Context: an optimization exercise on an open-source flow, tuned for small area, a short achievable clock period and few clock cycles per item. The choices shown serve that exercise and are no tape-out recipe. Function was checked by simulation only, so behaviour that the tests miss may differ from the original. Power figures rest on the tool's default switching activity, not on a simulated workload.

==> flow/run.sh <==
#!/bin/bash
# Layout: the standard flow (standard.sh), unchanged in its steps, with
# two settings passed to it:
#  - SETUP_SLACK_MARGIN=8.5: the resizer's setup repair keeps working until the
#    paths have 8.5 ns of slack at the design's 12 ns clock (about 3.5 ns), so the
#    layout is timed for speed although it is signed off at 12 ns as usual.
#  - BUFFER_PORTS_ARGS: every input and output port still gets its own
#    buffer, as in the standard flow, but a buf_2 instead of the delay cell
#    the flow picks by default.
# The clock, constraints, floorplan, power grid and all other steps are the
# standard ones. All tool output goes to standard.log and the ORFS logs.
cp standard.sh standard.sh.log 2>/dev/null
export SETUP_SLACK_MARGIN=8.5
export BUFFER_PORTS_ARGS="-buffer_cell sky130_fd_sc_hd__buf_2"
bash standard.sh > standard.log 2>&1
==> standard.sh <==
#!/bin/bash
# synth_recipe.tcl (not shown) runs the flow's synth.tcl, then flattens the netlist and writes it again
# the make line also repeats each setting of config.mk as NAME=value (left out here)
make -C /OpenROAD-flow-scripts/flow DESIGN_CONFIG=/design/flow/config.mk WORK_HOME=/design/flow/orfs CLKGATE_MAP_FILE= SYNTH_SCRIPT=/design/flow/synth_recipe.tcl "${@:-finish}"
==> config.mk <==
export PLATFORM = sky130hd
export DESIGN_NAME = radix_digit_emitter_unit
export DESIGN_NICKNAME = radix_digit_emitter_unit
export VERILOG_FILES = /design/flow/design.v
export SDC_FILE = /design/flow/constraint.sdc
export NUM_CORES = 4
export LEC_CHECK = 0
export CAP_MARGIN = 20
export CORE_MARGIN = 2
export CORE_UTILIZATION = 40
export SLEW_MARGIN = 20
==> constraint.sdc <==
create_clock -name core_clock -period 12.0 [get_ports {clk_i}]
set_input_delay 2.4000 -clock core_clock [delete_from_list [all_inputs] [get_ports {clk_i}]]
set_output_delay 2.4000 -clock core_clock [all_outputs]
set_load 0.01 [all_outputs]
==> design.v <==
`timescale 1ns / 1ps
package rdx_pkg;
  localparam int CharW    = 8;
  localparam int DataW    = 32;
  localparam int CfgIdxW  = 2;
  localparam int CfgDataW = 64;
  localparam int NDig     = 14;
  localparam logic [CharW-1:0] CharNul   = 8'h00;
  localparam logic [CharW-1:0] CharMinus = 8'h2D;
  typedef enum logic [1:0] {
    KDigit   = 2'd0,
    KMinus   = 2'd1,
    KInvalid = 2'd2
  } kind_e;
  typedef enum logic [2:0] {
    EIdle,
    EInval,
    ESign,
    EPow,
    EDig
  } emit_state_e;
  typedef enum logic [1:0] {
    CIdle,
    CConv,
    CDone
  } conv_state_e;
  localparam int NPre = 6;
  typedef enum logic [2:0] {
    PIdle,
    PLoad,
    PInit,
    PRun,
    PStop
  } pre_state_e;
endpackage
`timescale 1ns / 1ps
module rdx_front (
  input  logic                         clk_i,
  input  logic                         rst_ni,
  input  logic                         cfg_valid_i,
  input  logic [rdx_pkg::CfgIdxW-1:0]  cfg_index_i,
  input  logic [rdx_pkg::CfgDataW-1:0] cfg_data_i,
  input  logic                         scan_en_i,
  input  logic [3:0]                   sel_i,
  output logic [rdx_pkg::CharW-1:0]    char_o,
  output logic [4:0]                   radix_o,
  output logic                         pow2_o,
  output logic [2:0]                   k_o,
  output logic [3:0]                   kmask_o,
  output logic [3:0]                   hp_o,
  output logic                         odd_o,
  output logic                         tern_o,
  output logic                         known_o,
  output logic                         valid_o
);
  logic [63:0] alo_q, ahi_q;
  logic        lo_w_q, hi_w_q;
  logic [4:0]  radix_q;
  logic        pow2_q, odd_q, tern_q;
  logic [2:0]  k_q;
  logic [3:0]  kmask_q, hp_q;
  logic        pow2_d, odd_d, tern_d;
  logic [2:0]  k_d;
  logic [3:0]  kmask_d, hp_d;
  logic [4:0]  pos_q, pos_d;
  logic        fail_q, fail_d;
  logic        wr_lo, wr_hi, wr_rx;
  logic [7:0]  alpha [16];
  logic [3:0]  idx;
  logic [7:0]  c;
  logic        bad, dup;
  logic        cv_q, cv_d;
  logic [3:0]  cidx_q;
  logic [7:0]  c_q;
  logic        rin;
  logic        cv_in_q;
  logic [1:0]  ci_in_q;
  logic [63:0] cd_in_q;
  logic        rx_new_q;
  always_ff @(posedge clk_i or negedge rst_ni) begin
    if (!rst_ni) begin
      cv_in_q  <= 1'b0;
      rx_new_q <= 1'b0;
    end else begin
      cv_in_q  <= cfg_valid_i;
      rx_new_q <= wr_rx;
    end
  end
  always_ff @(posedge clk_i) begin
    ci_in_q <= cfg_index_i;
    cd_in_q <= cfg_data_i;
  end
  assign wr_lo = cv_in_q && (ci_in_q == 2'd0);
  assign wr_hi = cv_in_q && (ci_in_q == 2'd1);
  assign wr_rx = cv_in_q && (ci_in_q == 2'd2);
  always_ff @(posedge clk_i) begin
    if (wr_lo) alo_q <= cd_in_q;
    if (wr_hi) ahi_q <= cd_in_q;
  end
  always_comb begin
    pow2_d  = 1'b1;
    k_d     = 3'd4;
    kmask_d = 4'hF;
    unique case (radix_q)
      5'd2:    begin k_d = 3'd1; kmask_d = 4'h1; end
      5'd4:    begin k_d = 3'd2; kmask_d = 4'h3; end
      5'd8:    begin k_d = 3'd3; kmask_d = 4'h7; end
      5'd16:   begin k_d = 3'd4; kmask_d = 4'hF; end
      default: pow2_d = 1'b0;
    endcase
    tern_d = (radix_q == 5'd3);
    hp_d   = tern_d ? 4'd4 : radix_q[4:1];
    odd_d  = radix_q[0];
  end
  always_ff @(posedge clk_i) begin
    pow2_q  <= pow2_d;
    k_q     <= k_d;
    kmask_q <= kmask_d;
    hp_q    <= hp_d;
    odd_q   <= odd_d;
    tern_q  <= tern_d;
  end
  always_ff @(posedge clk_i or negedge rst_ni) begin
    if (!rst_ni) begin
      lo_w_q  <= 1'b0;
      hi_w_q  <= 1'b0;
      radix_q <= '0;
      pos_q   <= '0;
      fail_q  <= 1'b0;
      cv_q    <= 1'b0;
    end else begin
      if (wr_lo) lo_w_q <= 1'b1;
      if (wr_hi) hi_w_q <= 1'b1;
      if (wr_rx) radix_q <= cd_in_q[4:0];
      pos_q  <= pos_d;
      fail_q <= fail_d;
      cv_q   <= cv_d;
    end
  end
  always_comb begin
    for (int i = 0; i < 8; i++) begin
      alpha[i]     = alo_q[8*i +: 8];
      alpha[8 + i] = ahi_q[8*i +: 8];
    end
  end
  logic [3:0] nidx;
  logic       fetch;
  assign nidx  = cv_q ? (cidx_q + 4'd1) : pos_q[3:0];
  assign fetch = scan_en_i && !fail_q && !pos_q[4] && !(cv_q && cidx_q == 4'd15);
  assign idx    = scan_en_i ? nidx : sel_i;
  assign c      = alpha[idx];
  assign char_o = c;
  always_comb begin
    bad = (c_q == 8'h00) || (c_q == 8'h20) || (c_q == 8'h2B) || (c_q == 8'h2D) ||
          (c_q >= 8'd9 && c_q <= 8'd13) || (cidx_q[3] ? !hi_w_q : !lo_w_q);
    dup = 1'b0;
    for (int j = 0; j < 15; j++) begin
      if (4'(j) < cidx_q && alpha[j] == c_q) dup = 1'b1;
    end
  end
  always_comb begin
    pos_d  = pos_q;
    fail_d = fail_q;
    cv_d   = 1'b0;
    if (cv_q && !fail_q) begin
      if (bad || dup) fail_d = 1'b1;
      else            pos_d  = {1'b0, cidx_q} + 5'd1;
    end
    if (fetch && !fail_d) cv_d = 1'b1;
    if (wr_hi) begin
      if (pos_d >= 5'd8) begin
        pos_d  = 5'd8;
        fail_d = 1'b0;
      end
      cv_d = 1'b0;
    end
    if (wr_lo) begin
      pos_d  = 5'd0;
      fail_d = 1'b0;
      cv_d   = 1'b0;
    end
  end
  always_ff @(posedge clk_i) begin
    if (fetch) begin
      c_q    <= c;
      cidx_q <= nidx;
    end
  end
  assign rin     = (radix_q >= 5'd2) && (radix_q <= 5'd16);
  assign valid_o = rin && (pos_q >= radix_q);
  assign known_o = !rx_new_q && (!rin || fail_q || (pos_q >= radix_q));
  assign radix_o = radix_q;
  assign pow2_o  = pow2_q;
  assign k_o     = k_q;
  assign kmask_o = kmask_q;
  assign hp_o    = hp_q;
  assign odd_o   = odd_q;
  assign tern_o  = tern_q;
endmodule
`timescale 1ns / 1ps
module rdx_queue (
  input  logic                      clk_i,
  input  logic                      rst_ni,
  input  logic                      in_valid_i,
  output logic                      in_ready_o,
  input  logic [rdx_pkg::DataW-1:0] in_value_i,
  output logic                      out_valid_o,
  input  logic                      out_take_i,
  output logic [rdx_pkg::DataW-1:0] out_mag_o,
  output logic                      out_neg_o
);
  logic                      full_q, ok_q, neg_q;
  logic                      rdy_q;
  logic [rdx_pkg::DataW-1:0] val_q;
  logic                      accept;
  assign in_ready_o  = rdy_q;
  assign accept      = in_valid_i && rdy_q;
  assign out_valid_o = full_q && ok_q;
  assign out_mag_o   = val_q;
  assign out_neg_o   = neg_q;
  always_ff @(posedge clk_i or negedge rst_ni) begin
    if (!rst_ni) begin
      full_q <= 1'b0;
      rdy_q  <= 1'b0;
      ok_q   <= 1'b0;
    end else begin
      rdy_q <= !full_q;
      if (accept) begin
        full_q <= 1'b1;
        rdy_q  <= 1'b0;
        ok_q   <= !in_value_i[rdx_pkg::DataW-1];
      end else begin
        if (out_take_i) begin
          full_q <= 1'b0;
          rdy_q  <= 1'b1;
        end
        if (full_q) ok_q <= 1'b1;
      end
    end
  end
  always_ff @(posedge clk_i) begin
    if (!full_q) begin
      val_q <= in_value_i;
      neg_q <= in_value_i[rdx_pkg::DataW-1];
    end else if (!ok_q) begin
      val_q <= rdx_pkg::DataW'(0) - val_q;
    end
  end
endmodule
`timescale 1ns / 1ps
module rdx_step #(
  parameter int N = 14
) (
  input  logic [4*N-1:0] dig_i,
  input  logic           bit_i,
  input  logic [3:0]     hp_i,
  input  logic           odd_i,
  output logic [4*N-1:0] dig_o
);
  function automatic logic [3:0] sub4(input logic [3:0] a, input logic [3:0] b,
                                      input logic bin);
    logic bw;
    bw = bin;
    for (int j = 0; j < 4; j++) begin
      sub4[j] = a[j] ^ b[j] ^ bw;
      bw      = (!a[j] && b[j]) || (!a[j] && bw) || (b[j] && bw);
    end
  endfunction
  function automatic logic gt4(input logic [3:0] a, input logic [3:0] b);
    gt4 = (a[3] && !b[3]) ||
          (a[3] == b[3] && ((a[2] && !b[2]) ||
          (a[2] == b[2] && ((a[1] && !b[1]) ||
          (a[1] == b[1] && a[0] && !b[0])))));
  endfunction
  localparam int L = $clog2(N + 1);
  logic [N:0] g, p, c;
  logic [N:0] gl [L+1];
  logic [N:0] pl [L+1];
  always_comb begin
    g[0] = bit_i;
    p[0] = 1'b0;
    for (int i = 0; i < N; i++) begin
      logic eq;
      eq     = (dig_i[4*i +: 4] == hp_i);
      g[i+1] = gt4(dig_i[4*i +: 4], hp_i) || (!odd_i && eq);
      p[i+1] = odd_i && eq;
    end
  end
  always_comb begin
    gl[0] = g;
    pl[0] = p;
    for (int l = 0; l < L; l++) begin
      for (int i = 0; i <= N; i++) begin
        if (i >= (1 << l)) begin
          gl[l+1][i] = gl[l][i] | (pl[l][i] & gl[l][i - (1 << l)]);
          pl[l+1][i] = pl[l][i] & pl[l][i - (1 << l)];
        end else begin
          gl[l+1][i] = gl[l][i];
          pl[l+1][i] = pl[l][i];
        end
      end
    end
    c = gl[L];
  end
  always_comb begin
    for (int i = 0; i < N; i++) begin
      logic       co;
      logic [3:0] d, x0, x1;
      d  = dig_i[4*i +: 4];
      co = c[i+1];
      x0 = sub4(d, hp_i, 1'b0);
      x1 = sub4(d, hp_i, 1'b1);
      dig_o[4*i]         = c[i] ^ (co & odd_i);
      dig_o[4*i+1 +: 3]  = co ? ((odd_i && !c[i]) ? x1[2:0] : x0[2:0]) : d[2:0];
    end
  end
endmodule
module rdx_back (
  input  logic                      clk_i,
  input  logic                      rst_ni,
  input  logic                      pow2_i,
  input  logic [2:0]                k_i,
  input  logic [3:0]                kmask_i,
  input  logic [3:0]                hp_i,
  input  logic                      odd_i,
  input  logic                      tern_i,
  input  logic                      known_i,
  input  logic                      cfg_ok_i,
  input  logic                      q_valid_i,
  output logic                      q_take_o,
  input  logic [rdx_pkg::DataW-1:0] q_mag_i,
  input  logic                      q_neg_i,
  output logic                      scan_en_o,
  output logic [3:0]                sel_o,
  input  logic [rdx_pkg::CharW-1:0] char_i,
  output logic                      out_valid_o,
  input  logic                      out_ready_i,
  output logic [rdx_pkg::CharW-1:0] out_char_o,
  output logic                      out_last_o,
  output logic                      out_inval_o
);
  localparam int N = rdx_pkg::NDig;
  localparam int K = rdx_pkg::NPre;
  rdx_pkg::emit_state_e est_q, est_d;
  rdx_pkg::conv_state_e cst_q, cst_d;
  rdx_pkg::pre_state_e  pst_q, pst_d;
  logic [31:0]  mag_q;
  logic         neg_q;
  logic [4:0]   base_q;
  logic         bit_q;
  logic [4*N-1:0] dig_q;
  logic [3:0]   edig_q [N];
  logic [N-1:0] eact_q;
  logic         eneg_q;
  logic         lo_ph_q, top_q;
  logic [4*K-1:0] pdig_q;
  logic [4:0]   pbase_q;
  logic [3:0]   px_q;
  logic         pbit_q, pmore_q;
  logic        e_v_q;
  logic [1:0]  e_kind_q;
  logic [3:0]  e_dig_q;
  logic        e_last_q;
  logic        o_v_q, s_v_q;
  logic        o_e_q;
  logic [9:0]  o_d_q, s_d_q;
  logic       pow2, odd, tern, conv;
  logic [2:0] k;
  logic [3:0] kmask, hp;
  assign pow2  = pow2_i;
  assign k     = k_i;
  assign kmask = kmask_i;
  assign hp    = hp_i;
  assign odd   = odd_i;
  assign tern  = tern_i;
  assign conv  = known_i && cfg_ok_i && !pow2;
  logic [4:0] msb;
  logic       nz;
  logic [4:0] base0, pbase0;
  always_comb begin
    logic [15:0] v1;
    logic [0:0]  i1 [16];
    logic [7:0]  v2;
    logic [1:0]  i2 [8];
    logic [3:0]  v3;
    logic [2:0]  i3 [4];
    logic [1:0]  v4;
    logic [3:0]  i4 [2];
    for (int j = 0; j < 16; j++) begin
      v1[j] = q_mag_i[2*j+1] | q_mag_i[2*j];
      i1[j] = q_mag_i[2*j+1];
    end
    for (int j = 0; j < 8; j++) begin
      v2[j] = v1[2*j+1] | v1[2*j];
      i2[j] = v1[2*j+1] ? {1'b1, i1[2*j+1]} : {1'b0, i1[2*j]};
    end
    for (int j = 0; j < 4; j++) begin
      v3[j] = v2[2*j+1] | v2[2*j];
      i3[j] = v2[2*j+1] ? {1'b1, i2[2*j+1]} : {1'b0, i2[2*j]};
    end
    for (int j = 0; j < 2; j++) begin
      v4[j] = v3[2*j+1] | v3[2*j];
      i4[j] = v3[2*j+1] ? {1'b1, i3[2*j+1]} : {1'b0, i3[2*j]};
    end
    nz  = v4[1] | v4[0];
    msb = v4[1] ? {1'b1, i4[1]} : {1'b0, i4[0]};
  end
  always_comb begin
    unique case (k)
      3'd1:    base0 = msb;
      3'd2:    base0 = {msb[4:1], 1'b0};
      3'd3: begin
        unique case (msb)
          5'd0, 5'd1, 5'd2:    base0 = 5'd0;
          5'd3, 5'd4, 5'd5:    base0 = 5'd3;
          5'd6, 5'd7, 5'd8:    base0 = 5'd6;
          5'd9, 5'd10, 5'd11:  base0 = 5'd9;
          5'd12, 5'd13, 5'd14: base0 = 5'd12;
          5'd15, 5'd16, 5'd17: base0 = 5'd15;
          5'd18, 5'd19, 5'd20: base0 = 5'd18;
          5'd21, 5'd22, 5'd23: base0 = 5'd21;
          5'd24, 5'd25, 5'd26: base0 = 5'd24;
          5'd27, 5'd28, 5'd29: base0 = 5'd27;
          default:             base0 = 5'd30;
        endcase
      end
      default: base0 = {msb[4:2], 2'b00};
    endcase
  end
  assign pbase0 = (msb >= 5'd3) ? (msb - 5'd3) : 5'd0;
  logic [36:0] ext, pext;
  logic [4:0]  win, pwin;
  assign ext  = {4'b0, mag_q, 1'b0};
  assign win  = 5'(ext >> base_q);
  assign pext = {4'b0, q_mag_i, 1'b0};
  assign pwin = 5'(pext >> pbase_q);
  logic [4:0] rh;
  logic [1:0] i_d1;
  logic [3:0] i_d0;
  assign rh = {hp, odd};
  always_comb begin
    logic [5:0] x, r1, r2, r3;
    x  = {2'b0, px_q};
    r1 = {1'b0, rh};
    r2 = {rh, 1'b0};
    r3 = {1'b0, rh} + {rh, 1'b0};
    if (x >= r3) begin
      i_d1 = 2'd3;
      i_d0 = 4'(x - r3);
    end else if (x >= r2) begin
      i_d1 = 2'd2;
      i_d0 = 4'(x - r2);
    end else if (x >= r1) begin
      i_d1 = 2'd1;
      i_d0 = 4'(x - r1);
    end else begin
      i_d1 = 2'd0;
      i_d0 = x[3:0];
    end
  end
  logic [4*K-1:0] pdig_n;
  rdx_step #(.N(K)) u_pstep (
    .dig_i (pdig_q),
    .bit_i (pbit_q),
    .hp_i  (hp),
    .odd_i (odd),
    .dig_o (pdig_n)
  );
  logic xfer, handoff, efree, pfull;
  assign pfull = |pdig_q[4*(K-1) +: 4];
  always_comb begin
    pst_d = pst_q;
    unique case (pst_q)
      rdx_pkg::PIdle: if (q_valid_i && conv) pst_d = rdx_pkg::PLoad;
      rdx_pkg::PLoad: pst_d = rdx_pkg::PInit;
      rdx_pkg::PInit: pst_d = pmore_q ? rdx_pkg::PRun : rdx_pkg::PStop;
      rdx_pkg::PRun:  if (pfull || pbase_q == 5'd0) pst_d = rdx_pkg::PStop;
      default: ;
    endcase
    if (xfer) pst_d = rdx_pkg::PIdle;
  end
  always_ff @(posedge clk_i) begin
    unique case (pst_q)
      rdx_pkg::PIdle: pbase_q <= pbase0;
      rdx_pkg::PLoad: begin
        px_q    <= pwin[4:1];
        pbit_q  <= pwin[0];
        pbase_q <= pbase_q - 5'd1;
        pmore_q <= (pbase_q != 5'd0);
      end
      rdx_pkg::PInit: begin
        pdig_q  <= '0;
        pdig_q[3:0] <= i_d0;
        pdig_q[5:4] <= i_d1;
      end
      rdx_pkg::PRun: begin
        if (!pfull) begin
          pdig_q  <= pdig_n;
          pbit_q  <= pwin[0];
          pbase_q <= pbase_q - 5'd1;
          pmore_q <= (pbase_q != 5'd0);
        end
      end
      default: ;
    endcase
  end
  logic [4*N-1:0] dig_n;
  rdx_step #(.N(N)) u_step (
    .dig_i (dig_q),
    .bit_i (bit_q),
    .hp_i  (hp),
    .odd_i (odd),
    .dig_o (dig_n)
  );
  always_comb begin
    cst_d = cst_q;
    unique case (cst_q)
      rdx_pkg::CConv: if (base_q == 5'd0) cst_d = rdx_pkg::CDone;
      rdx_pkg::CDone: if (efree) cst_d = rdx_pkg::CIdle;
      default: ;
    endcase
    if (xfer && conv) cst_d = pmore_q ? rdx_pkg::CConv : rdx_pkg::CDone;
  end
  assign handoff = (cst_q == rdx_pkg::CDone) && efree;
  logic [N-1:0] act_h;
  always_comb begin
    logic [N-1:0] nzc;
    for (int i = 0; i < N; i++) nzc[i] = |dig_q[4*i +: 4];
    act_h[N-1] = nzc[N-1];
    for (int i = N - 2; i >= 0; i--) act_h[i] = act_h[i+1] | nzc[i];
    act_h[0] = 1'b1;
  end
  logic [3:0] topdig;
  always_comb begin
    topdig = '0;
    for (int i = 0; i < N; i++) begin
      if (eact_q[i] && (i == N - 1 || !eact_q[(i + 1) % N])) topdig = topdig | edig_q[i];
    end
  end
  logic [1:0] t_hi, t_lo;
  logic       emit_hi;
  always_comb begin
    t_hi = (topdig >= 4'd6) ? 2'd2 : (topdig >= 4'd3) ? 2'd1 : 2'd0;
    t_lo = 2'(topdig - 4'(t_hi) * 4'd3);
  end
  assign emit_hi = tern && !lo_ph_q && !(top_q && t_hi == 2'd0);
  logic       adv;
  logic       it_v, it_last, fin;
  logic [1:0] it_kind;
  logic [3:0] it_dig;
  assign adv = !e_v_q || !s_v_q;
  always_comb begin
    it_v    = 1'b0;
    it_kind = rdx_pkg::KDigit;
    it_dig  = '0;
    it_last = 1'b0;
    fin     = 1'b0;
    est_d   = est_q;
    unique case (est_q)
      rdx_pkg::EIdle: fin = 1'b1;
      rdx_pkg::EInval: begin
        it_v    = 1'b1;
        it_kind = rdx_pkg::KInvalid;
        it_last = 1'b1;
        fin     = 1'b1;
      end
      rdx_pkg::ESign: begin
        it_v    = 1'b1;
        it_kind = rdx_pkg::KMinus;
        est_d   = pow2 ? rdx_pkg::EPow : rdx_pkg::EDig;
      end
      rdx_pkg::EPow: begin
        it_v    = 1'b1;
        it_dig  = win[4:1] & kmask;
        it_last = (base_q == 5'd0);
        fin     = it_last;
      end
      rdx_pkg::EDig: begin
        it_v    = 1'b1;
        it_dig  = !tern ? topdig : emit_hi ? {2'b0, t_hi} : {2'b0, t_lo};
        it_last = !eact_q[1] && !emit_hi;
        fin     = it_last;
      end
      default: fin = 1'b1;
    endcase
    if (fin) est_d = rdx_pkg::EIdle;
    xfer = 1'b0;
    if (q_valid_i && known_i) begin
      if (!conv) xfer = fin && adv;
      else       xfer = (pst_q == rdx_pkg::PRun || pst_q == rdx_pkg::PStop) &&
                        (cst_q == rdx_pkg::CIdle || handoff);
    end
    if (xfer && !conv) begin
      if (!cfg_ok_i) est_d = rdx_pkg::EInval;
      else           est_d = q_neg_i ? rdx_pkg::ESign : rdx_pkg::EPow;
    end
    if (handoff) est_d = neg_q ? rdx_pkg::ESign : rdx_pkg::EDig;
  end
  assign efree    = fin && adv;
  assign q_take_o = xfer;
  always_ff @(posedge clk_i or negedge rst_ni) begin
    if (!rst_ni) begin
      est_q <= rdx_pkg::EIdle;
      cst_q <= rdx_pkg::CIdle;
      pst_q <= rdx_pkg::PIdle;
      e_v_q <= 1'b0;
    end else begin
      cst_q <= cst_d;
      pst_q <= pst_d;
      if (adv) begin
        est_q <= est_d;
        e_v_q <= it_v;
      end
    end
  end
  always_ff @(posedge clk_i) begin
    if (adv) begin
      e_kind_q <= it_kind;
      e_dig_q  <= it_dig;
      e_last_q <= it_last;
      if (handoff) begin
        for (int i = 0; i < N; i++) edig_q[i] <= dig_q[4*i +: 4];
        eact_q  <= act_h;
        eneg_q  <= neg_q;
        lo_ph_q <= 1'b0;
        top_q   <= 1'b1;
      end else if (est_q == rdx_pkg::EDig) begin
        top_q   <= 1'b0;
        lo_ph_q <= emit_hi;
        if (!emit_hi) eact_q <= eact_q >> 1;
      end
    end
  end
  always_ff @(posedge clk_i) begin
    if (xfer) begin
      mag_q  <= q_mag_i;
      neg_q  <= q_neg_i;
      base_q <= conv ? pbase_q : base0;
    end else if (est_q == rdx_pkg::EPow && adv) begin
      base_q <= base_q - 5'(k);
    end else if (cst_q == rdx_pkg::CConv) begin
      base_q <= base_q - 5'd1;
    end
    if (xfer) begin
      bit_q <= pbit_q;
      dig_q <= {{(4*(N-K)){1'b0}}, pdig_q};
    end else if (cst_q == rdx_pkg::CConv) begin
      bit_q <= win[0];
      dig_q <= dig_n;
    end
  end
  logic [9:0] up_d;
  logic       push;
  assign sel_o     = e_dig_q;
  assign scan_en_o = !(e_v_q && e_kind_q == rdx_pkg::KDigit);
  always_comb begin
    unique case (e_kind_q)
      rdx_pkg::KDigit: up_d = {char_i, e_last_q, 1'b0};
      rdx_pkg::KMinus: up_d = {rdx_pkg::CharMinus, 1'b0, 1'b0};
      default:         up_d = {rdx_pkg::CharNul, 1'b1, 1'b1};
    endcase
  end
  assign push = e_v_q && !s_v_q;
  always_ff @(posedge clk_i or negedge rst_ni) begin
    if (!rst_ni) begin
      o_v_q <= 1'b0;
      o_e_q <= 1'b1;
      s_v_q <= 1'b0;
    end else begin
      if (o_e_q || out_ready_i) begin
        if (s_v_q)     begin o_v_q <= 1'b1; o_e_q <= 1'b0; s_v_q <= 1'b0; end
        else if (push) begin o_v_q <= 1'b1; o_e_q <= 1'b0; end
        else           begin o_v_q <= 1'b0; o_e_q <= 1'b1; end
      end else if (push) begin
        s_v_q <= 1'b1;
      end
    end
  end
  always_ff @(posedge clk_i) begin
    if (o_e_q || out_ready_i) o_d_q <= s_v_q ? s_d_q : up_d;
    if (!s_v_q)                s_d_q <= up_d;
  end
  assign out_valid_o = o_v_q;
  assign out_char_o  = o_d_q[9:2];
  assign out_last_o  = o_d_q[1];
  assign out_inval_o = o_d_q[0];
endmodule
`timescale 1ns / 1ps
module radix_digit_emitter_unit (
  input  logic                         clk_i,
  input  logic                         rst_ni,
  input  logic                         cfg_valid_i,
  output logic                         cfg_ready_o,
  input  logic [rdx_pkg::CfgIdxW-1:0]  cfg_index_i,
  input  logic [rdx_pkg::CfgDataW-1:0] cfg_data_i,
  input  logic                         s_axis_tvalid,
  output logic                         s_axis_tready,
  input  logic [31:0]                  s_axis_tdata,    
  output logic                         m_axis_tvalid,
  input  logic                         m_axis_tready,
  output logic [7:0]                   m_axis_tdata,    
  output logic                         m_axis_tlast,
  output logic                         m_axis_tuser     
);
  logic        pow2, odd, tern;
  logic [2:0]  k;
  logic [3:0]  kmask, hp;
  logic        known, cfg_ok;
  logic        scan_en;
  logic [3:0]  sel;
  logic [7:0]  char;
  logic        q_valid, q_take, q_neg;
  logic [31:0] q_mag;
  assign cfg_ready_o = 1'b1;
  rdx_front u_front (
    .clk_i       (clk_i),
    .rst_ni      (rst_ni),
    .cfg_valid_i (cfg_valid_i),
    .cfg_index_i (cfg_index_i),
    .cfg_data_i  (cfg_data_i),
    .scan_en_i   (scan_en),
    .sel_i       (sel),
    .char_o      (char),
    .radix_o     (),
    .pow2_o      (pow2),
    .k_o         (k),
    .kmask_o     (kmask),
    .hp_o        (hp),
    .odd_o       (odd),
    .tern_o      (tern),
    .known_o     (known),
    .valid_o     (cfg_ok)
  );
  rdx_queue u_queue (
    .clk_i       (clk_i),
    .rst_ni      (rst_ni),
    .in_valid_i  (s_axis_tvalid),
    .in_ready_o  (s_axis_tready),
    .in_value_i  (s_axis_tdata),
    .out_valid_o (q_valid),
    .out_take_i  (q_take),
    .out_mag_o   (q_mag),
    .out_neg_o   (q_neg)
  );
  rdx_back u_back (
    .clk_i       (clk_i),
    .rst_ni      (rst_ni),
    .pow2_i      (pow2),
    .k_i         (k),
    .kmask_i     (kmask),
    .hp_i        (hp),
    .odd_i       (odd),
    .tern_i      (tern),
    .known_i     (known),
    .cfg_ok_i    (cfg_ok),
    .q_valid_i   (q_valid),
    .q_take_o    (q_take),
    .q_mag_i     (q_mag),
    .q_neg_i     (q_neg),
    .scan_en_o   (scan_en),
    .sel_o       (sel),
    .char_i      (char),
    .out_valid_o (m_axis_tvalid),
    .out_ready_i (m_axis_tready),
    .out_char_o  (m_axis_tdata),
    .out_last_o  (m_axis_tlast),
    .out_inval_o (m_axis_tuser)
  );
endmodule
==> results of run 1 <==
state kept, by name, indices dropped and copies added (netlist names), 3 cells and up:
register         cells
u_back.px_q          4
u_back.dig_q        56
u_front.cidx_q       4
u_back.pdig_q       24
u_front.hp_q         4
u_back.mag_q        32
u_back.base_q        5
u_front.cd_in_q     64
u_back.pbase_q       5
u_back.est_q         3
u_back.s_d_q        10
u_front.alo_q       64
u_front.kmask_q      3
u_front.pos_q        5
u_back.o_d_q        10
u_front.ahi_q       64
u_queue.val_q       32
u_back.eact_q       14
u_back.pst_q         3
u_back.edig_q       56
u_front.c_q          8
u_back.e_dig_q       4
u_front.radix_q      5
layout make-up:
type	instances	area share (%)
multi-input cells	1875	42.9
flip-flops and latches	511	41.2
repair buffers	231	4.97
clock buffers	74	4.62
well taps	950	3.49
inverters	132	1.68
clock inverters	32	1.13
repair inverters	1	0.0478
cells by family (layout without fill, tap and decap cells):
| kind of cell | after synthesis | after routing | share of synthesized area [%] |
|---|---|---|---|
| buffers and inverters | 246 | 470 | 3.36 |
| muxes | 141 | 141 | 6.97 |
| and+or+nand+nor | 720 | 720 | 12.5 |
| other | 1 | 1 | 0.0131 |
| DFF | 511 | 511 | 48.8 |
| adders and majority gates | 159 | 159 | 7.07 |
| AOI/OAI and AO/OA | 618 | 618 | 14.0 |
| xor gates and xnor gates | 236 | 236 | 7.21 |
cells in the mapped netlist, types with 13 or more instances:
master / count / area, um2
nor2b_1: 42 / 263
inv_1: 127 / 477
nand2_1: 167 / 627
or2_2: 18 / 113
clkbuf_1: 84 / 315
dfrtp_1: 30 / 751
a221oi_1: 13 / 114
buf_2: 14 / 70.1
nor3_1: 54 / 270
nand4_1: 38 / 238
mux4_2: 42 / 946
a22o_1: 18 / 158
a21o_1: 20 / 150
nor4_1: 34 / 213
a31oi_1: 17 / 106
a211oi_1: 31 / 233
mux2_2: 48 / 541
nand2b_1: 19 / 119
ha_1: 154 / 1930
edfxtp_1: 360 / 10800
mux2i_1: 51 / 510
and3_1: 21 / 131
a21oi_1: 175 / 876
dfxtp_1: 120 / 2400
o21ai_0: 128 / 641
o21a_1: 17 / 128
nor2_1: 197 / 739
or3_1: 13 / 81.3
a22oi_1: 56 / 420
o211ai_1: 26 / 195
xnor2_1: 146 / 1280
xor2_1: 90 / 788
nand3_1: 54 / 270
worst register-to-register path, delay by kind of cell, from the launching register on:
| kind | cells | cell delay (ns) |
|---|---|---|
| buf+inv | 1 | 0.14 |
| compound gates | 6 | 0.94 |
| fa+ha+maj | 1 | 0.17 |
| flops | 1 | 0.40 |
| mux | 2 | 0.36 |
| simple gates | 4 | 1.46 |
layer usage:
metal	track usage, %	wire [um]	up-vias
met5	0	14	-
met4	8.96	3590	2
met3	2.97	5050	234
met2	37.1	40400	869
met1	30.0	36600	10834
li1	-	-	10144
worst min path at each step:
stage                                             end  slack (ns)  cells past startpoint
final                     u_front.ahi_q[24]$_DFFE_PP_        0.40                      0
after CTS                 u_front.ahi_q[24]$_DFFE_PP_        0.39                      0
after global placement    u_front.alo_q[47]$_DFFE_PP_        0.41                      0
after global routing      u_front.ahi_q[24]$_DFFE_PP_        0.42                      0
after detailed placement  u_front.alo_q[48]$_DFFE_PP_        0.41                      0
after floorplan           u_front.ahi_q[10]$_DFFE_PP_        0.40                      0
repair_timing:
item	in CTS	in global routing
cloned	3	2
setup buffers	49	38
resized for setup	99	91
setup endpoints to repair	277	190
pin swaps	19	37
through the flow:
step                      power [uW]  hold WS [ns]  instance area (um2)  util (%)
after floorplan                 6350         0.404                28800         -
after global placement          7600         0.408                30200      42.5
after detailed placement        7690         0.413                30300      42.5
after CTS                       9890         0.390                33200      46.7
after global routing           10800         0.421                34000      47.8
final                          10200         0.401                34000      47.8
power by group:
part	internal [uW]	switching [uW]	leakage, uW
Clock	1040	751	0.000961
Sequential	2710	617	0.00478
Combinational	2140	2920	0.00695
Total	5890	4290	0.0127
==> results.ini, run 1 <==
[clock_network]
cts_tree=built
clkSinkCount=511
cts.clk_slew.worst_paths_ns=0.06
cts_root_buffer=clkbuf_16
cts_buffers=56
clk-insertion-delay-late_ns=0.64
htreeDepth=2
clk_path_buf_depth=3
cts_hold_buf=0

[critical_path]
crit_path_end_kind=register
r2r-end=u_back.base_q[1]$_DFFE_PP_
slowest_delay_ns=0.56
crit_end=u_back.base_q[1]$_DFFE_PP_
path_max_fanout=7
path_buf_inv=1
crit_start=u_queue.val_q[24]$_DFFE_PN_
r2r_slack_ns=8.36
path_depth=14
cp.arrival_ns=4.12
cpMostUsedCell=or3_4
worstSetupStartpointType=register
crit_chain=or4_4, or3_4, or3_4, nor2_8, o21ai_2, a311o_1, o221ai_4, buf_6, ha_4, mux2i_1, mux2_4, a211oi_4, a21oi_2, o221ai_2
reg2reg_from=u_queue.val_q[24]$_DFFE_PN_
crit_required_ns=12.48
critPathKind=register to register
rr_worst_depth=14
cpMaxStageDelayCell=or4_4
critical_path.top_delay_family=simple AND/OR/NAND/NOR gates

[timing]
fin_crit_sh_pct=30.3
final-max-slew-violation-count=0
post-route-min-period_ns=3.64
setup_viol_count_final=0
finalHoldViolCount=0
fmax_mhz=275
setup-tns-final_ns=0
finalClockSkew_ns=0.0557
slew-limit-headroom_pct=37.4
worstMarginPinSlew_ns=0.938
rsz0062_at_grt=yes
worst_slack_ns=8.36

[detailed_routing]
totalWireLength_um=85700
via_count=22083
wl_per_cell_um=22.5
final_antenna_net_count=0
dr.first_iter.drc_count=1836
vias_per_cell=5.80
first_pass_iters=6
drc=0

[pwr]
powerDensity_nw_per_um2=299
ir_drop_mv=0.154
p_leak_uw=0.0127

[die]
die_h_um=272
io_pins=116
rows=98
die_x_um=272
floorplan.die_area_um2=73800
initial_core_util_pct=40.2
core_area_um2=71200

[cells_and_area]
final_common_cell=edfxtp_1
register_area_um2=14000
multi_input_area_um2=14600
antennaDiodeCount=0
syn2layout_area_growth_pct=18.7
drive_gt1_share_pct=20.3
nets=3070
final_cell_mix=360 x edfxtp_1, 184 x nor2_1, 165 x a21oi_1, 162 x nand2_1, 145 x xnor2_1
stdcell_count=3806
nFillCells=6466

[global_route]
antenna_found_initial=2
grt_max_degree=67
grt_overflow=0
grt_pass1_wl_um=129000
grt_pass1_vias=21652
track_usage_pct=22.5

[placed_design]
gp_congestion=0.965
preCtsSetupSlack_ns=6.94
port_buffers=114
dp_hpwl_um=58200
dp_cells=3608

[logic_synthesis]
synth_seq_area_share_pct=48.8
ys_ff_latch=511
synth_cells=2632
yosysWarningCount=15
ys.flop_type=edfxtp_1
synthesis.nets=2894
syn_area_um2=28700
async_reset_ff_share_pct=6.07
synth_cell_type_count=88
avgSynthCellArea_um2=10.9
synth_edf_count=360

[flow_run]
cap_viol_max_count=0

[outcome]
outcome=timing/DRC/antenna clean

[worst_hold_path]
hold_start=u_front.cd_in_q[24]$_DFF_P_
min_path_type=register to register

Testbench counts, summed over its fixed seeds: cycles 32,215, items 2,304.
==> run 2: changes to the inputs <==
--- a/design.v
+++ b/design.v
@@ -73,29 +73,12 @@
   logic [3:0]  cidx_q;
   logic [7:0]  c_q;
   logic        rin;
-  logic        cv_in_q;
-  logic [1:0]  ci_in_q;
-  logic [63:0] cd_in_q;
-  logic        rx_new_q;
-  always_ff @(posedge clk_i or negedge rst_ni) begin
-    if (!rst_ni) begin
-      cv_in_q  <= 1'b0;
-      rx_new_q <= 1'b0;
-    end else begin
-      cv_in_q  <= cfg_valid_i;
-      rx_new_q <= wr_rx;
-    end
-  end
-  always_ff @(posedge clk_i) begin
-    ci_in_q <= cfg_index_i;
-    cd_in_q <= cfg_data_i;
-  end
-  assign wr_lo = cv_in_q && (ci_in_q == 2'd0);
-  assign wr_hi = cv_in_q && (ci_in_q == 2'd1);
-  assign wr_rx = cv_in_q && (ci_in_q == 2'd2);
+  assign wr_lo = cfg_valid_i && (cfg_index_i == 2'd0);
+  assign wr_hi = cfg_valid_i && (cfg_index_i == 2'd1);
+  assign wr_rx = cfg_valid_i && (cfg_index_i == 2'd2);
   always_ff @(posedge clk_i) begin
-    if (wr_lo) alo_q <= cd_in_q;
-    if (wr_hi) ahi_q <= cd_in_q;
+    if (wr_lo) alo_q <= cfg_data_i;
+    if (wr_hi) ahi_q <= cfg_data_i;
   end
   always_comb begin
     pow2_d  = 1'b1;
@@ -131,7 +114,7 @@
     end else begin
       if (wr_lo) lo_w_q <= 1'b1;
       if (wr_hi) hi_w_q <= 1'b1;
-      if (wr_rx) radix_q <= cd_in_q[4:0];
+      if (wr_rx) radix_q <= cfg_data_i[4:0];
       pos_q  <= pos_d;
       fail_q <= fail_d;
       cv_q   <= cv_d;
@@ -188,7 +171,7 @@
   end
   assign rin     = (radix_q >= 5'd2) && (radix_q <= 5'd16);
   assign valid_o = rin && (pos_q >= radix_q);
-  assign known_o = !rx_new_q && (!rin || fail_q || (pos_q >= radix_q));
+  assign known_o = !rin || fail_q || (pos_q >= radix_q);
   assign radix_o = radix_q;
   assign pow2_o  = pow2_q;
   assign k_o     = k_q;
==> flow/run.sh (replaced) <==
#!/bin/bash
# Layout: the standard flow (standard.sh), unchanged in its steps, with
# two settings passed to it:
#  - SETUP_SLACK_MARGIN=8.6: the resizer's setup repair keeps working until the
#    paths have 8.6 ns of slack at the design's 12 ns clock (about 3.4 ns), so the
#    layout is timed for speed although it is signed off at 12 ns as usual.
#  - BUFFER_PORTS_ARGS: every input and output port still gets its own
#    buffer, as in the standard flow, but a buf_2 instead of the delay cell
#    the flow picks by default.
# The clock, constraints, floorplan, power grid and all other steps are the
# standard ones. All tool output goes to standard.log and the ORFS logs.
cp standard.sh standard.sh.log 2>/dev/null
export SETUP_SLACK_MARGIN=8.6
export BUFFER_PORTS_ARGS="-buffer_cell sky130_fd_sc_hd__buf_2"
bash standard.sh > standard.log 2>&1
--- a/config.mk
+++ b/config.mk
@@ -5,6 +5,7 @@
 export SDC_FILE = /design/flow/constraint.sdc
 export NUM_CORES = 4
 export LEC_CHECK = 0
+export ABC_AREA = 1
 export CAP_MARGIN = 20
 export CORE_MARGIN = 2
 export CORE_UTILIZATION = 40
==> results.ini, run 2 <==
[outcome]
outcome=timing/DRC/antenna clean

[critical_path]
path_buf_inv=1  ; unchanged
crit_required_ns=9.60  ; -2.88 ns
crit_chain=buf_2
r2r-end=u_back.base_q[1]$_DFFE_PP_
crit_start=u_queue.rdy_q$_DFF_PN0_
path_depth=1  ; -13
worstSetupStartpointType=register
rr_worst_depth=20  ; +6
reg2reg_from=u_queue.val_q[23]$_DFFE_PN_
path_max_fanout=2  ; -5
crit_end=s_axis_tready
cp.arrival_ns=1.14  ; -2.98 ns
cpMaxStageDelayCell=dfrtp_1
crit_path_end_kind=primary output
critical_path.top_delay_family=flip-flops
critPathKind=register to primary output
r2r_slack_ns=8.65  ; +0.29 ns
slowest_delay_ns=0.40  ; -0.16 ns

[logic_synthesis]
ys.flop_type=edfxtp_1
synth_seq_area_share_pct=43.3  ; -5.5 points
ys_ff_latch=443  ; -13%
yosysWarningCount=15  ; unchanged
synth.area.top_cells=edfxtp_1 37%, nand2_1 13%, ha_1 6.6%
syn_area_um2=29200  ; +1.7%
synth_cells=3659  ; +39%
synth_edf_count=360  ; unchanged
synth.top_cell.area_share_pct=37.1  ; -0.64 points
synthesis.nets=3921  ; +35%
yosysTopAreaCell=edfxtp_1
async_reset_ff_share_pct=6.55  ; +0.48 points
yosysMostFrequentCell=nand2_1
synth_cell_type_count=70  ; -20%
avgSynthCellArea_um2=7.97  ; -27%
netlist_top_cells_count=989 x nand2_1, 447 x inv_1, 360 x edfxtp_1

[timing]
whs_ns=0.414  ; +0.0124 ns
setup_viol_count_final=0  ; unchanged
rsz0062_at_grt=yes
setup-tns-final_ns=0  ; unchanged
worstMarginPinSlew_ns=0.913  ; -0.0250 ns
finalClockSkew_ns=0.0263  ; -0.0294 ns
slew-limit-headroom_pct=38.6  ; +1.1 points
fmax_mhz=282  ; +2.8%
post-route-min-period_ns=3.54  ; -0.0979 ns
finalHoldViolCount=0  ; unchanged
fin_crit_sh_pct=29.5  ; -0.82 points
final-max-slew-violation-count=0  ; unchanged

[pwr]
switchingPower_uw=4310  ; +0.45%
clock_power_share_pct=18.7  ; +1.1 points
powerDensity_nw_per_um2=281  ; -5.9%
combinationalPowerShare_pct=49.4  ; -0.3 points
ir_drop_mv=0.153  ; -0.88%
seqPwrFrac_pct=32.0  ; -0.7 points
p_leak_uw=0.0147  ; +16%
sw_frac_of_total_pct=46.0  ; +3.9 points
internal-power_uw=5060  ; -14%

[detailed_routing]
totalWireLength_um=86000  ; +0.45%
dr.first_iter.drc_count=2283  ; +24%
routed-wl-met2_um=39400  ; -2.4%
final_antenna_net_count=0  ; unchanged
wl_met1_um=39500  ; +7.9%
first_pass_iters=6  ; unchanged
via_count=25342  ; +15%
highest-signal-layer=met4
wl_per_cell_um=18.0  ; -20%
dr_wl_met3_um=5020  ; -0.57%
drc=0  ; unchanged
vias_per_cell=5.30  ; -8.7%

[clock_network]
cts_tree=built
clkSinkCount=443  ; -13%
clk_path_buf_depth=3  ; unchanged
clk-insertion-delay-late_ns=0.62  ; -0.02 ns
htreeDepth=2  ; unchanged
cts.clk_slew.worst_paths_ns=0.06  ; about the same
cts_buffers=52  ; -7.1%
cts_root_buffer=clkbuf_16

[flow_run]
cap_viol_max_count=0  ; unchanged

[placed_design]
gp_congestion=0.946  ; -1.9%
dp_hpwl_um=60700  ; +4.3%
port_buffers=114  ; unchanged

[cells_and_area]
nets=4054  ; +32%
syn2layout_area_growth_pct=14.1
drive_gt1_share_pct=11.2  ; -9.1 points
final_util_pct=46.3  ; -1.4 points
antennaDiodeCount=0  ; unchanged
reg_top3=u_front.ahi_q x64, u_front.alo_q x64
final_common_cell=nand2_1
final_cell_mix=978 x nand2_1, 442 x inv_1, 360 x edfxtp_1, 273 x nor2_1, 257 x o21ai_0

[global_route]
grt_pass1_vias=23859  ; +10%
track_usage_pct=22.1  ; -0.37 points
grt_max_degree=70  ; +4.5%
grt_overflow=0  ; unchanged
antenna_found_initial=0  ; -2
grt_pass1_wl_um=132000  ; +2.2%

[die]
die_h_um=274  ; +0.85%
rows=98  ; unchanged
initial_core_util_pct=40.6  ; +0.35 points
floorplan.die_area_um2=75100  ; +1.7%
io_pins=116  ; unchanged
die_x_um=274  ; +0.85%
core_area_um2=71900  ; +0.86%

[worst_hold_path]
min_path_type=register to register

==> run 2: power groups by stage <==
stage          sequential, uW  clock [uW]  combinational, uW
2_1_floorplan            2770           0               3250
3_3_place_gp             3070           0               4210
3_5_place_dp             3070           0               4240
4_1_cts                  3020        1780               4360
5_1_grt                  3060        1840               5220
6_report                 2990        1750               4620
==> run 2: final cells by class <==
| cell class | instances | area [um2] |
|---|---|---|
| sequential | 443 | 12600 |
| tap | 950 | 1190 |
| clock inverter | 22 | 359 |
| clock buffer | 76 | 1550 |
| timing repair buffer | 178 | 1190 |
| multi-input combinational | 2648 | 14600 |
| fill | 7177 | 38600 |
| inverter | 469 | 1810 |
==> run 2: how the worst min path moves through the flow <==
stage	slack [ns]	to	start	cells past startpoint
global route	0.43	u_front.hp_q[3]$_SDFF_PP0_	u_front.radix_q[4]$_DFFE_PN0P_	0
finish	0.41	u_front.hp_q[3]$_SDFF_PP0_	u_front.radix_q[4]$_DFFE_PN0P_	0
floorplan	0.41	u_front.odd_q$_DFF_P_	u_front.radix_q[0]$_DFFE_PN0P_	0
global placement	0.40	u_front.hp_q[3]$_SDFF_PP0_	u_front.radix_q[4]$_DFFE_PN0P_	0
detailed placement	0.41	u_front.hp_q[3]$_SDFF_PP0_	u_front.radix_q[4]$_DFFE_PN0P_	0
CTS	0.42	u_front.hp_q[3]$_SDFF_PP0_	u_front.radix_q[4]$_DFFE_PN0P_	0
==> run 2: through the flow <==
step / setup WS [ns] / power [uW] / area [um2] / std cells
3_5_place_dp: 7.56 / 7310 / 30600 / 4646
5_1_grt: 8.40 / 10100 / 33300 / 4786
3_3_place_gp: 7.65 / 7280 / 30600 / 4646
6_report: 8.46 / 9370 / 33300 / 4786
2_1_floorplan: 7.94 / 6020 / 29200 / 3659
4_1_cts: 8.42 / 9160 / 32800 / 4754
==> run 2: per-layer routing <==
layer / GRT usage, % / up-vias
met4: 5.52 / 0
li1: - / 12606
met2: 36.4 / 742
met5: 0 / -
met3: 2.36 / 138
met1: 31.1 / 11856
==> run 2: timing repair <==
action / in CTS / in global routing
hold endpoints to repair: 0 / 0
pin swaps: 2 / 3
endpoints found under the setup margin: 293 / 192
gates resized for setup: 34 / 62
hold buffers: 0 / 0
cloned: 1 / 4
setup buffers: 9 / 28
==> run 2: cells by family (layout without fill, tap and decap cells) <==
kind of cell / after synthesis / count (layout) / share of synthesized area (%)
flops: 443 / 443 / 43.3
other cells: 1 / 1 / 0.0129
fa+ha+maj: 159 / 159 / 6.95
xor+xnor: 129 / 129 / 3.88
compound gates: 591 / 591 / 11.9
buf+inv: 570 / 745 / 7.78
simple gates: 1757 / 1759 / 25.9
mux: 9 / 9 / 0.313
Testbench counts of run 2, summed over its fixed seeds: cycles 32,169, items 2,304.
==> run 3: changes to the inputs <==
--- a/config.mk
+++ b/config.mk
@@ -9,4 +9,6 @@
 export CAP_MARGIN = 20
 export CORE_MARGIN = 2
 export CORE_UTILIZATION = 40
+export CTS_CLUSTER_DIAMETER = 150
+export CTS_CLUSTER_SIZE = 20
 export SLEW_MARGIN = 20
==> results.ini, run 3 <==
[critical_path]
crit_required_ns=9.60  ; about the same
path_buf_inv=1  ; unchanged
cpMaxStageDelayCell=dfrtp_1
worstSetupStartpointType=register
path_depth=1  ; unchanged
critical_path.top_delay_family=flip-flops
crit_chain=buf_2
slowest_delay_ns=0.41  ; about the same
crit_path_end_kind=primary output
rr_worst_depth=12  ; -40%
path_max_fanout=2  ; unchanged
cp.arrival_ns=1.16  ; +0.02 ns
critPathKind=register to primary output

[worst_hold_path]
min_path_type=register to register
hold_depth=0  ; unchanged

[clock_network]
clk-insertion-delay-late_ns=0.61  ; about the same
clk_path_buf_depth=3  ; unchanged
cts_tree=built
clkSinkCount=443  ; unchanged
cts_buffers=26  ; -50%
cts_hold_buf=0  ; unchanged
cts.clk_slew.worst_paths_ns=0.09  ; +0.03 ns
cts_root_buffer=clkbuf_16
htreeDepth=1  ; -1

[logic_synthesis]
ys.flop_type=edfxtp_1
async_reset_ff_share_pct=6.55  ; unchanged
yosysWarningCount=15  ; unchanged
synthesis.nets=3921  ; unchanged
synth.area.top_cells=edfxtp_1 37%, nand2_1 13%, ha_1 6.6%
netlist_top_cells_count=989 x nand2_1, 447 x inv_1, 360 x edfxtp_1
synth_cell_type_count=70  ; unchanged
avgSynthCellArea_um2=7.97  ; unchanged
synth_seq_area_share_pct=43.3  ; unchanged
ys_ff_latch=443  ; unchanged
yosysMostFrequentCell=nand2_1
synth_cells=3659  ; unchanged
synth.top_cell.area_share_pct=37.1  ; unchanged
yosysTopAreaCell=edfxtp_1
syn_area_um2=29200  ; unchanged
synth_edf_count=360  ; unchanged

[cells_and_area]
antennaDiodeCount=0  ; unchanged
nets=4041  ; -0.32%
drive_gt1_share_pct=10.4  ; -0.81 points
multi_input_area_um2=14600  ; about the same
reg_top3=u_front.ahi_q x64, u_front.alo_q x64
final_cell_mix=977 x nand2_1, 440 x inv_1, 360 x edfxtp_1, 271 x nor2_1, 259 x o21ai_0
nFillCells=7291  ; +1.6%
final_util_pct=44.9  ; -1.4 points
final_common_cell=nand2_1
register_area_um2=12600  ; unchanged
syn2layout_area_growth_pct=10.6
design_area_um2=32200  ; -3.1%

[die]
die_h_um=274  ; unchanged
floorplan.die_area_um2=75100  ; unchanged
initial_core_util_pct=40.6  ; unchanged
core_area_um2=71900  ; unchanged
die_x_um=274  ; unchanged
rows=98  ; unchanged
io_pins=116  ; unchanged

[timing]
fin_crit_sh_pct=29.7  ; +0.18 points
fmax_mhz=281  ; -0.59%
final-max-slew-violation-count=0  ; unchanged
slew-limit-headroom_pct=38.4  ; -0.15 points
setup-tns-final_ns=0  ; unchanged
whs_ns=0.416  ; +0.00200 ns
finalHoldViolCount=0  ; unchanged
post-route-min-period_ns=3.56  ; +0.0212 ns
rsz0062_at_grt=yes
worstMarginPinSlew_ns=0.916  ; +0.00229 ns
setup_viol_count_final=0  ; unchanged
finalClockSkew_ns=0.0378  ; +0.0115 ns

[placed_design]
port_buffers=114  ; unchanged
dp_hpwl_um=60700  ; unchanged
gp_congestion=0.946  ; unchanged
dpl_cell_area_um2=30600  ; unchanged

[detailed_routing]
totalWireLength_um=85600  ; -0.55%
wl_per_cell_um=18.0  ; +0.23%
drc=0  ; unchanged
vias_per_cell=5.29  ; about the same
dr.first_iter.drc_count=2230  ; -2.3%
via_count=25127  ; -0.85%
first_pass_iters=8  ; +2
final_antenna_net_count=0  ; unchanged

[pwr]
ir_drop_mv=0.154  ; +0.26%
powerDensity_nw_per_um2=267  ; -5.3%
p_leak_uw=0.0142  ; -3.3%

[global_route]
track_usage_pct=21.8  ; -0.31 points
grt_max_degree=70  ; unchanged
grt_pass1_vias=23499  ; -1.5%
grt_overflow=0  ; unchanged
grt_pass1_wl_um=130000  ; -1.3%
antenna_found_initial=1  ; +1

[flow_run]
cap_viol_max_count=0  ; unchanged

[outcome]
outcome=timing/DRC/antenna clean

## run 3: timing repair
item                       in CTS  in global routing
cloned                          0                  5
buffers inserted               10                 40
resized for setup              34                 66
setup endpoints to repair     291                235
pin swaps                       2                  5
## run 3: cell type report
type	instances	share of cell area, %
inverter	469	5.61
tap	950	3.69
clock inverter	2	0.0776
timing repair buffer	191	3.98
multi-input combinational	2648	45.2
clock buffer	46	2.32
sequential	443	39.2
## run 3: worst paths after layout
| path | from | to | slack (ns) |
|---|---|---|---|
| max | u_queue.rdy_q$_DFF_PN0_ | s_axis_tready | 8.44 |
| min | u_front.radix_q[4]$_DFFE_PN0P_ | u_front.hp_q[3]$_SDFF_PP0_ | 0.42 |
| max reg2reg | u_front.c_q[1]$_DFFE_PP_ | u_front.fail_q$_DFF_PN0_ | 8.64 |
| min reg2reg | u_front.radix_q[4]$_DFFE_PN0P_ | u_front.hp_q[3]$_SDFF_PP0_ | 0.42 |
| max in group asynchronous | rst_ni | u_front.radix_q[1]$_DFFE_PN0P_ | 9.58 |
| min in group asynchronous | rst_ni | u_back.o_v_q$_DFFE_PN0N_ | 1.88 |
## run 3: metal layers
metal	GRT usage, %	vias to the layer above	part of all wire [%]
met5	0	-	0.012
met4	5.42	2	2.4
met3	2.58	116	5.8
met2	35.6	707	46
met1	30.7	11759	46
li1	-	12543	-
## run 3: stage by stage
stage          worst slack [ns]  cells  power, uW
2_1_floorplan              7.94   3659       6020
3_3_place_gp               7.65   4646       7280
3_5_place_dp               7.56   4646       7310
4_1_cts                    8.40   4704       8360
5_1_grt                    8.40   4749       9320
6_report                   8.44   4749       8590
## run 3: cells by family after synthesis
family | share of synthesized area, %
AOI/OAI and AO/OA | 11.9
xor gates and xnor gates | 3.88
adders and majority gates | 6.95
buffers and inverters | 7.78
DFF | 43.3
muxes | 0.313
other | 0.0129
and+or+nand+nor | 25.9
## run 3: power breakdown
| group | total (uW) | internal [uW] | switching [uW] |
|---|---|---|---|
| clock network | 965 | 427 | 538 |
| registers | 2980 | 2470 | 506 |
| logic | 4650 | 1540 | 3110 |
| total | 8590 | 4440 | 4150 |
==> run 4: changes to the inputs <==
--- a/design.v
+++ b/design.v
@@ -338,7 +338,6 @@
   logic         lo_ph_q, top_q;
   logic [4*K-1:0] pdig_q;
   logic [4:0]   pbase_q;
-  logic [3:0]   px_q;
   logic         pbit_q, pmore_q;
   logic        e_v_q;
   logic [1:0]  e_kind_q;
@@ -423,7 +422,7 @@
   assign rh = {hp, odd};
   always_comb begin
     logic [5:0] x, r1, r2, r3;
-    x  = {2'b0, px_q};
+    x  = {2'b0, pwin[4:1]};
     r1 = {1'b0, rh};
     r2 = {rh, 1'b0};
     r3 = {1'b0, rh} + {rh, 1'b0};
@@ -454,9 +453,8 @@
   always_comb begin
     pst_d = pst_q;
     unique case (pst_q)
-      rdx_pkg::PIdle: if (q_valid_i && conv) pst_d = rdx_pkg::PLoad;
-      rdx_pkg::PLoad: pst_d = rdx_pkg::PInit;
-      rdx_pkg::PInit: pst_d = pmore_q ? rdx_pkg::PRun : rdx_pkg::PStop;
+      rdx_pkg::PIdle: if (q_valid_i && conv) pst_d = rdx_pkg::PInit;
+      rdx_pkg::PInit: pst_d = (pbase_q == 5'd0) ? rdx_pkg::PStop : rdx_pkg::PRun;
       rdx_pkg::PRun:  if (pfull || pbase_q == 5'd0) pst_d = rdx_pkg::PStop;
       default: ;
     endcase
@@ -465,16 +463,13 @@
   always_ff @(posedge clk_i) begin
     unique case (pst_q)
       rdx_pkg::PIdle: pbase_q <= pbase0;
-      rdx_pkg::PLoad: begin
-        px_q    <= pwin[4:1];
-        pbit_q  <= pwin[0];
-        pbase_q <= pbase_q - 5'd1;
-        pmore_q <= (pbase_q != 5'd0);
-      end
       rdx_pkg::PInit: begin
         pdig_q  <= '0;
         pdig_q[3:0] <= i_d0;
         pdig_q[5:4] <= i_d1;
+        pbit_q  <= pwin[0];
+        pbase_q <= pbase_q - 5'd1;
+        pmore_q <= (pbase_q != 5'd0);
       end
       rdx_pkg::PRun: begin
         if (!pfull) begin
==> results.ini, run 4 <==
[worst_hold_path]
hold_start=u_front.lo_w_q$_DFFE_PN0P_
min_path_type=register to register

[die]
initial_core_util_pct=40.5  ; -0.086 points
die_x_um=273  ; -0.27%
die_h_um=273  ; -0.27%
rows=98  ; unchanged
io_pins=116  ; unchanged
floorplan.die_area_um2=74700  ; -0.55%
core_area_um2=71600  ; -0.34%

[logic_synthesis]
synthesis.nets=3916  ; -0.13%
syn_area_um2=29000  ; -0.55%
synth.top_cell.area_share_pct=36.9  ; -0.21 points
synth_seq_area_share_pct=43.1  ; -0.17 points
synth_cell_type_count=71  ; +1.4%
yosysMostFrequentCell=nand2_1
ys.flop_type=edfxtp_1
synth_cells=3654  ; -0.14%
netlist_top_cells_count=965 x nand2_1, 431 x inv_1, 356 x edfxtp_1
synth_edf_count=356  ; -1.1%
ys_ff_latch=439  ; -0.90%
async_reset_ff_share_pct=6.61  ; +0.060 points
yosysTopAreaCell=edfxtp_1
yosysWarningCount=15  ; unchanged
synth.area.top_cells=edfxtp_1 37%, nand2_1 12%, ha_1 6.6%
avgSynthCellArea_um2=7.93  ; -0.42%

[critical_path]
crit_start=u_back.o_v_q$_DFFE_PN0N_
crit_path_end_kind=primary output
cpMaxStageDelayCell=dfrtp_1
slowest_delay_ns=0.38  ; -0.03 ns
reg2reg_from=u_back.pbase_q[0]$_DFFE_PP_
cp.arrival_ns=1.13  ; -0.03 ns
worstSetupStartpointType=register
critPathKind=register to primary output
crit_required_ns=9.60  ; about the same
r2r_slack_ns=8.67  ; +0.03 ns
path_buf_inv=1  ; unchanged
crit_chain=buf_2
critical_path.top_delay_family=flip-flops
path_max_fanout=2  ; unchanged

[cells_and_area]
final_util_pct=45.3  ; +0.44 points
design_area_um2=32500  ; +0.63%
drive_gt1_share_pct=11.6  ; +1.2 points
syn2layout_area_growth_pct=11.9
reg_top3=u_front.ahi_q x64, u_front.alo_q x64
stdcell_count=4767  ; +0.38%
final_cell_mix=953 x nand2_1, 417 x inv_1, 356 x edfxtp_1, 279 x nor2_1, 260 x nand3_1
nets=4059  ; +0.45%
final_common_cell=nand2_1

[timing]
slew-limit-headroom_pct=43.2  ; +4.8 points
final-max-slew-violation-count=0  ; unchanged
fin_crit_sh_pct=29.4  ; -0.28 points
fmax_mhz=283  ; +0.94%
finalHoldViolCount=0  ; unchanged
post-route-min-period_ns=3.53  ; -0.0331 ns
finalClockSkew_ns=0.0292  ; -0.00860 ns
setup-tns-final_ns=0  ; unchanged
worstMarginPinSlew_ns=0.853  ; -0.0630 ns
rsz0062_at_grt=yes
setup_viol_count_final=0  ; unchanged

[clock_network]
clk-insertion-delay-late_ns=0.61  ; about the same
cts_buffers=25  ; -3.8%
htreeDepth=1  ; unchanged
clk_path_buf_depth=3  ; unchanged
cts_hold_buf=0  ; unchanged
cts_tree=built
cts_root_buffer=clkbuf_16
cts.clk_slew.worst_paths_ns=0.10  ; about the same
clkSinkCount=439  ; -0.90%

[placed_design]
port_buffers=114  ; unchanged
dp_cells=4646  ; unchanged
dp_hpwl_um=65800  ; +8.4%
gp_congestion=0.966  ; +2.1%
dpl_cell_area_um2=30500  ; -0.40%

[detailed_routing]
totalWireLength_um=92800  ; +8.4%
first_pass_iters=6  ; -2
final_antenna_net_count=0  ; unchanged
vias_per_cell=5.43  ; +2.6%
dr.first_iter.drc_count=2742  ; +23%
via_count=25889  ; +3.0%
drc=0  ; unchanged
wl_per_cell_um=19.5  ; +8.0%

[global_route]
grt_pass1_wl_um=139000  ; +6.6%
track_usage_pct=23.9  ; +2.1 points
grt_max_degree=68  ; -2.9%
grt_overflow=0  ; unchanged
antenna_found_initial=3  ; +2
grt_pass1_vias=24032  ; +2.3%

[pwr]
powerDensity_nw_per_um2=280  ; +5.2%
p_leak_uw=0.0141  ; -0.47%
ir_drop_mv=0.168  ; +9.6%

[outcome]
outcome=timing/DRC/antenna clean

[flow_run]
cap_viol_max_count=0  ; unchanged

[run 4: cell count changes after synthesis, sizes merged, moves of 8 or more]
cell,change
a21oi,+11
clkbuf,-8
inv,-8
nand2,-26
nand3,+31
nand4,-15
nor3,+8
o21ai,+10
o22ai,+8
or2,-10
xor2,-13
[run 4: cell families after synthesis]
logic type / synth area share [%]
other: 0.0129
muxes: 0.319
DFF: 43.1
buffers and inverters: 7.77
AOI/OAI and AO/OA: 12.4
and+or+nand+nor: 25.8
adders and majority gates: 6.99
xor gates and xnor gates: 3.56
[run 4: repair_timing]
item | 4_1_cts | 5_1_grt
resized for setup | 42 | 110
pin swaps | 3 | 23
setup buffers | 20 | 39
hold endpoints to repair | 0 | 0
endpoints found under the setup margin | 329 | 178
cloned | 5 | 10
[run 4: path summary, 6_finish.rpt]
path | end | depth (start not counted)
setup / recovery | m_axis_tvalid | 1
hold / removal | u_front.lo_w_q$_DFFE_PN0P_ | 2
max in group asynchronous | u_back.pst_q[2]$_DFFE_PN0P_ | 1
hold reg to reg | u_front.lo_w_q$_DFFE_PN0P_ | 2
min in group asynchronous | u_back.o_v_q$_DFFE_PN0N_ | 1
setup reg to reg | u_back.pdig_q[1]$_DFFE_PP_ | 22
[run 4: cell type report]
| class | count | area [um2] |
|---|---|---|
| antenna | 1 | 2.50 |
| timing repair inverter | 2 | 12.5 |
| clock inverter | 1 | 8.76 |
| inverter | 466 | 1790 |
| clock buffer | 45 | 701 |
| fill | 7198 | 39200 |
| sequential | 439 | 12500 |
| multi-input combinational | 2651 | 14600 |
| tap | 950 | 1190 |
| timing repair buffer | 212 | 1610 |
[run 4: report_power, final]
part	total (uW)	leakage (uW)	switching, uW	internal [uW]
combinational	5240	0.00961	3430	1800
sequential	2930	0.00418	488	2440
clock	927	0.000336	529	398
[run 4: metrics by stage]
step,worst slack [ns],power (uW),hold slack (ns)
after floorplan,7.94,6100,0.411
after global routing,8.42,9800,0.478
after global placement,7.83,7470,0.425
after CTS,8.43,8570,0.453
final,8.47,9100,0.448
after detailed placement,7.72,7480,0.432
[run 4: routing by layer]
| layer | GRT usage, % | wire, um | up-vias |
|---|---|---|---|
| met1 | 33.7 | 41700 | 12091 |
| met2 | 38.0 | 41300 | 1001 |
| met5 | 0 | 0 | - |
| li1 | - | - | 12622 |
| met3 | 3.61 | 6830 | 175 |
| met4 | 6.95 | 2960 | 0 |
Testbench counts of run 4, summed over its fixed seeds: cycles 31,744, items 2,304.

==> separate check: timing with driven ports <==
In the flow no input, the clock included, has a driving cell. The finished layouts below were timed again as built, in two steps. Step 1, drivers: a clkbuf_16 drives clk_i and a buf_2 each remaining input, both assumed. Step 2 times the ports against the registers' clock, not the clock port: input delays grow and output delays shrink by t, the midpoint of the rising clock arrivals with the driver on. Slacks: no drivers / after step 1 / after step 2; pairs: no drivers / after step 1.
| run | shift t [ns] | setup slack, ns | worst slew at a driven data input, ns |
|---|---|---|---|
| run 1 | 0.680 | 8.359 / 8.359 / 8.359 | 0.08 |
| run 2 | 0.673 | 8.457 / 8.392 / 8.053 | 0.10 |
| run 3 | 0.661 | 8.436 / 8.370 / 8.054 | 0.09 |
| run 4 | 0.661 | 8.469 / 8.407 / 8.080 | 0.14 |
After both steps every run listed still meets setup and hold. The setup slack of run 2, which loses most, moves by -0.065 ns with the drivers and by -0.404 ns with both steps.
